Source: an optimization exercise on an open RTL-to-GDS flow (aim: small area, a short achievable clock period and few clock cycles per item). Production flows keep margins and buffers that such runs may drop.

==> inputs of run A <==
// cubic_joint_trajectory_interpolator
module cubic_joint_trajectory_interpolator (
  input  logic         clk,
  input  logic         rst,
  input  logic         start,
  output logic         busy,
  input  logic [1:0]   item_command,
  input  logic [2:0]   item_joint_select,
  input  logic [31:0]  item_start_position,
  input  logic [31:0]  item_goal_position,
  output logic [2:0]   result_joint_index,
  output logic [26:0]  result_sample_time_us,
  output logic [31:0]  result_position,
  output logic [31:0]  result_velocity,
  output logic [30:0]  result_peak_speed,
  output logic         result_last_joint,
  output logic         result_final_sample,
  output logic         result_valid,
  input  logic         cfg_valid,
  output logic         cfg_ready,
  input  logic [2:0]   cfg_index,
  input  logic [26:0]  cfg_data
);
Settings: LEC_CHECK=0, ABC_CLOCK_PERIOD_IN_PS=4000, CAP_MARGIN=20, CORE_MARGIN=2, CORE_UTILIZATION=40, SLEW_MARGIN=20; clock period 12.5 ns.
standard.sh (not shown) runs the stock make flow with config.mk's settings and CLKGATE_MAP_FILE= SYNTH_SCRIPT=/design/flow/synth_recipe.tcl, a recipe that flattens the netlist after the stock synthesis.
==> flow/flow/run.sh <==
#!/bin/bash
# Standard synthesis and layout (the standard.sh), with timing repair aimed at a
# setup margin of MARGIN ns below the design's clock period. Full make output goes to
# flow_make.log in the work folder; ORFS's per-step logs stay under orfs/logs/.
set -euo pipefail
MARGIN=$(cat flow/margin.txt)
bash standard.sh SETUP_SLACK_MARGIN="$MARGIN" finish > flow_make.log 2>&1
==> flow/flow/margin.txt <==
8
==> run D: changes against run A <==
--- a/flow/design.v
+++ b/flow/design.v
@@ -34,15 +34,15 @@
   logic        r23, r15;
   logic [52:0] cs_s, cs_c;
   logic [52:0] ms, mc;
   logic        mcin;
   logic [52:0] prod;
   logic [5:0]  sq;    
   logic [2:0]  cq;    
-  logic [24:0] t2_r, t3_r, s_tmp, s_new;
+  logic [24:0] t2_r, t3_r;
   logic [26:0] s3, s2x, sd;
   cjti_mul_sc u_mul (.a(sm_a), .b(sm_b), .r23(r23), .r15(r15), .rs(ms), .rc(mc), .cin(mcin));
   assign prod = cs_s + cs_c;
   assign running = |sq | |cq;
   wire k0 = go_step | cq[2];
   assign run_k0 = k0;
   always_ff @(posedge clk) begin
@@ -75,26 +75,24 @@
       sm_a <= sm_b[24:0] - t2_r;
       sm_b <= inv6;
       r23 <= 1'b0;
       r15 <= 1'b1;
     end
     if (sq[1]) t2_r <= prod[48:24];
     if (sq[3]) t3_r <= prod[48:24];
-    if (sq[4]) s_tmp <= s_new;
   end
   assign tau_load = cq[1];
-  assign tau_val = ((|prod[52:25]) | (prod[24] & (|prod[23:0]))) ? cjti_pkg::Q_ONE : prod[24:0];
+  assign tau_val = (prod > 53'(cjti_pkg::Q_ONE)) ? cjti_pkg::Q_ONE : prod[24:0];
   assign x_load = cq[2];
-  assign x_val = (|prod[52:27]) ? 28'(1 << 27) : prod[27:0];
+  assign x_val = (prod >= 53'(1 << 27)) ? 28'(1 << 27) : prod[27:0];
   assign s3 = 27'(t2_r) + 27'({t2_r, 1'b0});
   assign s2x = 27'({t3_r, 1'b0});
   assign sd = s3 - s2x;
   assign p_wr = sq[5];
-  assign s_new = (s2x > s3) ? 25'd0 : (sd > 27'(cjti_pkg::Q_ONE)) ? cjti_pkg::Q_ONE : sd[24:0];
-  assign s_val = s_tmp;
+  assign s_val = (s2x > s3) ? 25'd0 : (sd > 27'(cjti_pkg::Q_ONE)) ? cjti_pkg::Q_ONE : sd[24:0];
   assign g_val = prod[49:16];
 endmodule
 module cjti_mul_pos (
   input  logic [32:0] d,
   input  logic [31:0] st,
   input  logic [24:0] s,
   output logic [31:0] rs,
@@ -4697,20 +4695,20 @@
         x_cur <= '0;
         p_s <= '0;
         p_g <= '0;
         pk_clr <= 1'b1;
       end else begin
         if (go) begin
           idx <= idx + 21'd1;
-          x_cur <= (x_sum[27] & (|x_sum[26:0])) ? 28'(1 << 27) : x_sum;
+          x_cur <= (x_sum > 28'(1 << 27)) ? 28'(1 << 27) : x_sum;
           pk_clr <= 1'b0;
         end
         if (x_load) x_cur <= x_val;
         if (tau_load) tau_n <= tau_val;
-        else if (run_k0) tau_n <= (tau_sum[25] | (tau_sum[24] & (|tau_sum[23:0]))) ? cjti_pkg::Q_ONE : tau_sum[24:0];
+        else if (run_k0) tau_n <= (tau_sum > 26'(cjti_pkg::Q_ONE)) ? cjti_pkg::Q_ONE : tau_sum[24:0];
         if (p_wr) begin
           p_s <= s_val;
           p_g <= g_val;
         end
       end
     end
   end
@@ -4772,38 +4770,25 @@
   wire [31:0] pos = pos_w[32:1];
   wire [42:0] x = x_w[43:1];
   wire ovp = ~x[42] & (|x[41:31]);
   wire ovn = x[42] & ~(&x[41:31]);
   wire [31:0] vel = ovp ? 32'h7FFF_FFFF : ovn ? 32'h8000_0000 : x[31:0];
   wire spd_sat = ovp | ovn | (x[42] & (x[30:0] == 31'd0));
   wire [30:0] spd = spd_sat ? 31'h7FFF_FFFF : x[42] ? (~x[30:0] + 31'd1) : x[30:0];
-  logic        f2_v, f2_clr;
-  logic [2:0]  f2_j;
-  logic [31:0] f2_pos, f2_vel;
-  logic [30:0] f2_spd;
+  wire [30:0] pk_base = f1_clr ? 31'd0 : result_peak_speed;
+  wire [30:0] pk_next = (spd > pk_base) ? spd : pk_base;
   always_ff @(posedge clk) begin
-    f2_j <= f1_j;
-    f2_clr <= f1_clr;
-    f2_pos <= pos;
-    f2_vel <= vel;
-    f2_spd <= spd;
-    if (rst) f2_v <= 1'b0;
-    else f2_v <= f1_v;
-  end
-  wire [30:0] pk_base = f2_clr ? 31'd0 : result_peak_speed;
-  wire [30:0] pk_next = (f2_spd > pk_base) ? f2_spd : pk_base;
-  always_ff @(posedge clk) begin
-    result_joint_index <= f2_j;
-    result_position <= f2_pos;
-    result_velocity <= f2_vel;
-    result_last_joint <= (f2_j == 3'd5);
-    if (f2_v) begin
+    if (f1_v) begin
+      result_joint_index <= f1_j;
+      result_position <= pos;
+      result_velocity <= vel;
       result_peak_speed <= pk_next;
-      if (f2_j == 3'd0) begin
+      result_last_joint <= (f1_j == 3'd5);
+      if (f1_j == 3'd0) begin
         result_sample_time_us <= step_tus;
         result_final_sample <= step_fin;
       end
     end
     if (rst) result_valid <= 1'b0;
-    else result_valid <= f2_v;
+    else result_valid <= f1_v;
   end
 endmodule
==> notes.md <==
- Run D produced a clean layout. Run A completed with no timing, DRC or antenna violations.
- Via count: run D is lower than run A (about 2.2%).
- Synthesized area: run A is higher than run D (about 1.5%).
- Of run D and run A, run A has the higher sequential cell count (gap 125).
- Count of clock-buffer cells in the layout: run A is higher than run D (13).
- Worst setup slack: run A is better than run D (670 ps).
- Against run D, the final cell count of run A is higher by 0.59%.
- In run A the synthesized cell count is higher than in run D, by about 0.4%.
- Of run D and run A, run A has the higher cell area (gap about 1.2%, measured against run A).
- In run A the fmax is higher than in run D, by about 13%.
- Of run D and run A, run A has the higher register-to-register slack (gap 670 ps).
No run of this note included a check of the RTL's function; only the layout flow was run.

[what the ideal ports hide]
No port has a modelled driver above. Below, the same layouts with a new extraction and two added sets of constraints. Step 1: set_driving_cell puts a clkbuf_16 on clk and a buf_2 on each other input, an assumption about the parent block. Step 2, shift: input delay + t, output delay - t, t = (earliest + latest rising clock arrival at the registers) / 2. This alone moves slack from input paths to output paths. Three values: no drivers, after step 1, after step 2; two values: the first two.
| run | shift t [ns] | setup slack, ns | clock arrival spread, ns |
|---|---|---|---|
| run A | 0.948 | 7.159 / 7.159 / 7.159 | 0.108 / 0.109 |
| run D | 0.912 | 6.489 / 6.489 / 6.489 | 0.114 / 0.114 |
After both steps every run listed still meets setup and hold.
